Source: an optimization exercise on an open RTL-to-GDS flow (aim: small area). Production flows keep margins and buffers that such runs may drop.
Only simulation tests tie the RTL to the original design; equivalence was not proved.
Power figures rest on the tool's default switching activity, not on a simulated workload.

// snake_game_top
module snake_game_top (
    input  logic       Clk_Snake,
    input  logic       reset,
    input  logic [9:0] sx,
    input  logic [9:0] sy,
    input  logic [2:0] dir,
    output logic       head_draw,
    output logic       snake_draw,
    output logic       collide,
    output logic       food_draw,
    output logic [7:0] food_count
);
    snake_pkg::cx_t                       hx, fx;
    snake_pkg::cy_t                       hy, fy;
    logic [snake_pkg::NSEG-1:0][4:0] bx;
    logic [snake_pkg::NSEG-1:0][3:0] by;
    logic [3:0]                           fill;
    logic [3:0]                           len;
    snake_head_step u_head_step (
        .Clk_Snake (Clk_Snake),
        .reset     (reset),
        .dir       (dir),
        .hx        (hx),
        .hy        (hy)
    );
    snake_food_keeper u_food_keeper (
        .Clk_Snake  (Clk_Snake),
        .reset      (reset),
        .hx         (hx),
        .hy         (hy),
        .fx         (fx),
        .fy         (fy),
        .food_count (food_count),
        .len        (len)
    );
    snake_body_shift u_body_shift (
        .Clk_Snake (Clk_Snake),
        .reset     (reset),
        .dir       (dir),
  ...
make LEC_CHECK=0 CAP_MARGIN=20 CORE_MARGIN=2 CORE_UTILIZATION=40 CTS_BUF_LIST=sky130_fd_sc_hd__clkbuf_8 SLEW_MARGIN=20 finish   # period 7.0 ns
run.sh (not shown) runs the stock make flow with config.mk's settings and CLKGATE_MAP_FILE= SYNTH_SCRIPT=/design/flow/synth_recipe.tcl, a recipe that flattens the netlist after the stock synthesis.
The first run completed without violations.
==> next run, changes <==
- CTS_BUF_LIST: sky130_fd_sc_hd__clkbuf_8 -> not set
Effect:
- The changed run finished with timing, DRC and antenna clean
- hold slack got worse by 0.0039 ns
- routed wire length barely changes
- cell area rises by about 1.6%
- die area is unchanged
- setup slack improves by 0.038 ns
- count of clock-buffer cells in the layout rose by 6
- via count went up by 0.50%
- sequential share of layout area came out lower by 0.67 points
- non-clock buffer count is unchanged
- global-route usage grows by 0.12 points
- power goes up by 4.8%


snake_game_top, a different RTL version from the one above (not shown whole).
Size in the first run: about 740 cells after synthesis, about 37 I/O pins, about 0.0088 mm² of cells after synthesis.
## snake_game_top
module snake_game_top (
    input  logic       Clk_Snake,
    input  logic       reset,
    input  logic [9:0] sx,
    input  logic [9:0] sy,
    input  logic [2:0] dir,
    output logic       head_draw,
    output logic       snake_draw,
    output logic       collide,
    output logic       food_draw,
    output logic [7:0] food_count
);
clock: 7.0 ns
lec_check: 0
cap_margin: 0
core_margin: 2
core_utilization: 65
slew_margin: 0
standard.sh (not shown) runs the stock make flow with config.mk's settings and CLKGATE_MAP_FILE= SYNTH_SCRIPT=/design/flow/synth_recipe.tcl, a recipe that flattens the netlist after the stock synthesis.
==> flow/flow/run.sh <==
#!/bin/bash
# Layout with the standard flow, changed in a few places:
#  - port buffers are sky130_fd_sc_hd__buf_1 (the default picks a larger cell),
#  - clock tree synthesis arguments are set here (no dummy loads),
#  - synthesis leaves adders to abc (no extract_fa / adder techmap), and its
#    abc mapping runs the area script flow/abc_area.abc (see flow/synth_area.tcl).
# The make run writes its full output to make_finish.log in the work folder.
set -euo pipefail
bash standard.sh \
    "BUFFER_PORTS_ARGS=-buffer_cell sky130_fd_sc_hd__buf_1" \
    "CTS_ARGS=-sink_clustering_enable -repair_clock_nets -dont_use_dummy_load -buf_list sky130_fd_sc_hd__clkbuf_8" \
    "ADDER_MAP_FILE=" \
    "SYNTH_SCRIPT=$PWD/flow/synth_area.tcl" \
    finish > make_finish.log 2>&1
==> flow/flow/abc_area.abc <==
&get -n
&st
&syn2
&dch -f
&nf -R 1000
&st
&syn2
&dch -f
&nf -a -R 1000
&put
==> flow/flow/synth_area.tcl <==
# The standard flow's synthesis script (synth_recipe.tcl), with one change: the abc
# technology mapping runs the area-oriented script abc_area.abc, which sits
# beside this file, instead of ORFS's abc_speed.script.
proc synth {args} { yosys synth -nofsm -noshare {*}$args }
proc abc {args} {
    set i [lsearch -exact $args -script]
    if { $i >= 0 } {
        lset args [expr { $i + 1 }] [file join [file dirname $::env(SYNTH_SCRIPT)] abc_area.abc]
    }
    yosys abc {*}$args
}
source $::env(SCRIPTS_DIR)/synth.tcl
# left out here: clear keep_hierarchy, flatten, clean up, hide names made inside functions, write 1_2_yosys.v
Next try:
--- a/flow/flow/run.sh
+++ b/flow/flow/run.sh
@@ -3 +3 @@
-#  - port buffers are sky130_fd_sc_hd__buf_1 (the default picks a larger cell),
+#  - port buffers are sky130_fd_sc_hd__buf_2 (the default picks a larger cell),
@@ -10 +10 @@
-    "BUFFER_PORTS_ARGS=-buffer_cell sky130_fd_sc_hd__buf_1" \
+    "BUFFER_PORTS_ARGS=-buffer_cell sky130_fd_sc_hd__buf_2" \
==> flow/flow/abc_area.abc (replaced) <==
strash
dc2
dch -f
map -a
strash
dc2
dch -f
map -a
&get -n
&st
&dch -f
&nf -a -R 1000
&put
CORE_UTILIZATION = 40   (was 65)
Outcome:
- worst hold slack got worse by 0.021 ns
- via count climbs by 7.5%
- total power drops by 1.7%
Next try:
--- a/flow/flow/run.sh
+++ b/flow/flow/run.sh
@@ -3 +3 @@
-#  - port buffers are sky130_fd_sc_hd__buf_2 (the default picks a larger cell),
+#  - port buffers are sky130_fd_sc_hd__buf_1 (the default picks a larger cell),
@@ -10 +10 @@
-    "BUFFER_PORTS_ARGS=-buffer_cell sky130_fd_sc_hd__buf_2" \
+    "BUFFER_PORTS_ARGS=-buffer_cell sky130_fd_sc_hd__buf_1" \
==> flow/flow/abc_area.abc (replaced) <==
&get -n
&st
&dch -f
&nf -a -R 1000
&put
Outcome: The new run ran to the end with no violations; non-clock buffer count rose by 2; global-route usage is lower by 8.0 points; design area came out higher by 0.46%; wire length shrinks by 32%; power is lower by 1.9%; die area went up by 0.81%; cell count went down by 2.9%; critical path depth came out lower by 2; combinational power fell by about 9%; area after synthesis rose by 0.83%; utilization drops by 0.91 points.


Another version of the RTL of snake_game_top (not shown whole).
For scale: roughly 760 cells after synthesis, ~160 flip-flops, about 37 I/O pins.
export LEC_CHECK = 0
export CAP_MARGIN = 0
export CORE_MARGIN = 2
export CORE_UTILIZATION = 40
export SLEW_MARGIN = 0
create_clock -name core_clock -period 7.0 [get_ports {Clk_Snake}]
==> flow/flow/run.sh <==
#!/bin/bash
# Layout with the standard flow, changed in a few places:
#  - port buffers are sky130_fd_sc_hd__buf_2 (the default picks a larger cell),
#  - clock tree synthesis arguments are set here (no dummy loads),
#  - synthesis leaves adders to abc (no extract_fa / adder techmap), and its
#    abc mapping runs the area script flow/abc_area.abc (see flow/synth_area.tcl).
# The make run writes its full output to make_finish.log in the work folder.
set -euo pipefail
bash standard.sh \
    "BUFFER_PORTS_ARGS=-buffer_cell sky130_fd_sc_hd__buf_2" \
    "CTS_ARGS=-repair_clock_nets -dont_use_dummy_load -buf_list sky130_fd_sc_hd__clkbuf_8" \
    "ADDER_MAP_FILE=" \
    "SYNTH_SCRIPT=$PWD/flow/synth_area.tcl" \
    finish > make_finish.log 2>&1
==> flow/flow/abc_area.abc <==
strash
dc2
dch -f
map -a
strash
dc2
dch -f
map -a
&get -n
&st
&dch -f
&nf -a -R 1000
&put
Scripts as last shown in full above: flow/flow/synth_area.tcl
==> next run, changes <==
==> flow/flow/run.sh (replaced) <==
#!/bin/bash
# Layout with the standard flow, changed in a few places:
#  - port buffers are sky130_fd_sc_hd__buf_1 (the default picks a larger cell),
#  - clock tree synthesis arguments are set here (no dummy loads),
#  - synthesis leaves adders to abc (no extract_fa / adder techmap), and its
#    abc mapping runs the area script flow/abc_area.abc (see flow/synth_area.tcl).
# The make run writes its full output to make_finish.log in the work folder.
set -euo pipefail
bash standard.sh \
    "BUFFER_PORTS_ARGS=-buffer_cell sky130_fd_sc_hd__buf_1" \
    "CTS_ARGS=-sink_clustering_enable -repair_clock_nets -dont_use_dummy_load -buf_list sky130_fd_sc_hd__clkbuf_8" \
    "ADDER_MAP_FILE=" \
    "SYNTH_SCRIPT=$PWD/flow/synth_area.tcl" \
    finish > make_finish.log 2>&1
What happened: Sequential power hardly moves; cell count goes up by 0.72%; clock skew hardly moves; core utilization stays flat; hold slack is worse by 0.038 ns; wire length goes down by 1.9%; die area does not change; combinational power goes down by 3.3%.
==> next run, changes <==
--- a/flow/flow/run.sh
+++ b/flow/flow/run.sh
@@ -9,5 +9,5 @@
 bash standard.sh \
     "BUFFER_PORTS_ARGS=-buffer_cell sky130_fd_sc_hd__buf_1" \
-    "CTS_ARGS=-sink_clustering_enable -repair_clock_nets -dont_use_dummy_load -buf_list sky130_fd_sc_hd__clkbuf_8" \
+    "CTS_ARGS=-sink_clustering_enable -repair_clock_nets -dont_use_dummy_load -buf_list sky130_fd_sc_hd__clkbuf_8 -sink_clustering_size 30 -sink_clustering_max_diameter 60" \
     "ADDER_MAP_FILE=" \
     "SYNTH_SCRIPT=$PWD/flow/synth_area.tcl" \
What happened: Fmax stays the same; wire length is unchanged; clock-buffer cell count is unchanged; total power is unchanged; utilization does not change; setup slack is unchanged.
==> next run, changes <==
==> flow/flow/run.sh (replaced) <==
#!/bin/bash
# Layout with the standard flow, changed in a few places:
#  - port buffers are sky130_fd_sc_hd__buf_2 (the default picks a larger cell),
#  - clock tree synthesis arguments are set here (no dummy loads),
#  - synthesis leaves adders to abc (no extract_fa / adder techmap), and its
#    abc mapping runs the area script flow/abc_area.abc (see flow/synth_area.tcl).
# The make run writes its full output to make_finish.log in the work folder.
set -euo pipefail
bash standard.sh \
    "BUFFER_PORTS_ARGS=-buffer_cell sky130_fd_sc_hd__buf_2" \
    "CTS_ARGS=-sink_clustering_enable -repair_clock_nets -dont_use_dummy_load -buf_list sky130_fd_sc_hd__clkbuf_8" \
    "ADDER_MAP_FILE=" \
    "SYNTH_SCRIPT=$PWD/flow/synth_area.tcl" \
    finish > make_finish.log 2>&1
=>
- clock-buffer cell count stays the same
- power increases slightly
- routed wire length increases slightly
- setup slack is better by 0.048 ns
- worst hold slack is better by 0.038 ns

-- port drivers added, routing unchanged --
How much do the figures lean on ideal ports? The routed layouts below were timed once more, with nothing changed but the port constraints. Step 1: set_driving_cell puts a clkbuf_16 on Clk_Snake and a buf_2 on each other input, an assumption about the parent block. Step 2 adds t to the input delays and takes it off the output delays; t is the mean of the earliest and latest rising clock arrival at the registers after step 1. Input paths then give back, and output paths get back, about the clock's delay inside the block. Three values: ideal ports, drivers, drivers and shift; two values: the first two.
run	t (ns)	setup WS [ns]	worst setup path after step 2	worst data-port slew with drivers (ns)
the first run of note 1	0.506	1.023 / 0.993 / 0.993	input to output	0.04
the second run of note 1	0.480	1.061 / 1.031 / 1.031	input to output	0.04
the first run of note 2	0.490	1.820 / 1.792 / 1.792	input to output	0.04
the second run of note 2	0.504	1.523 / 1.490 / 1.490	input to output	0.06
the third run of note 2	0.471	1.864 / 1.834 / 1.834	input to output	0.04
the first run of note 3	0.494	1.638 / 1.598 / 1.696	input to output	0.04
the second run of note 3	0.496	1.590 / 1.549 / 1.824	input to output	0.03
the third run of note 3	0.496	1.590 / 1.549 / 1.824	input to output	0.03
the fourth run of note 3	0.494	1.638 / 1.598 / 1.696	input to output	0.04
After both steps setup and hold are still met in every run listed. For the second run of note 2, which loses most, drivers alone change the setup slack by -0.033 ns; drivers and shift together by -0.033 ns.
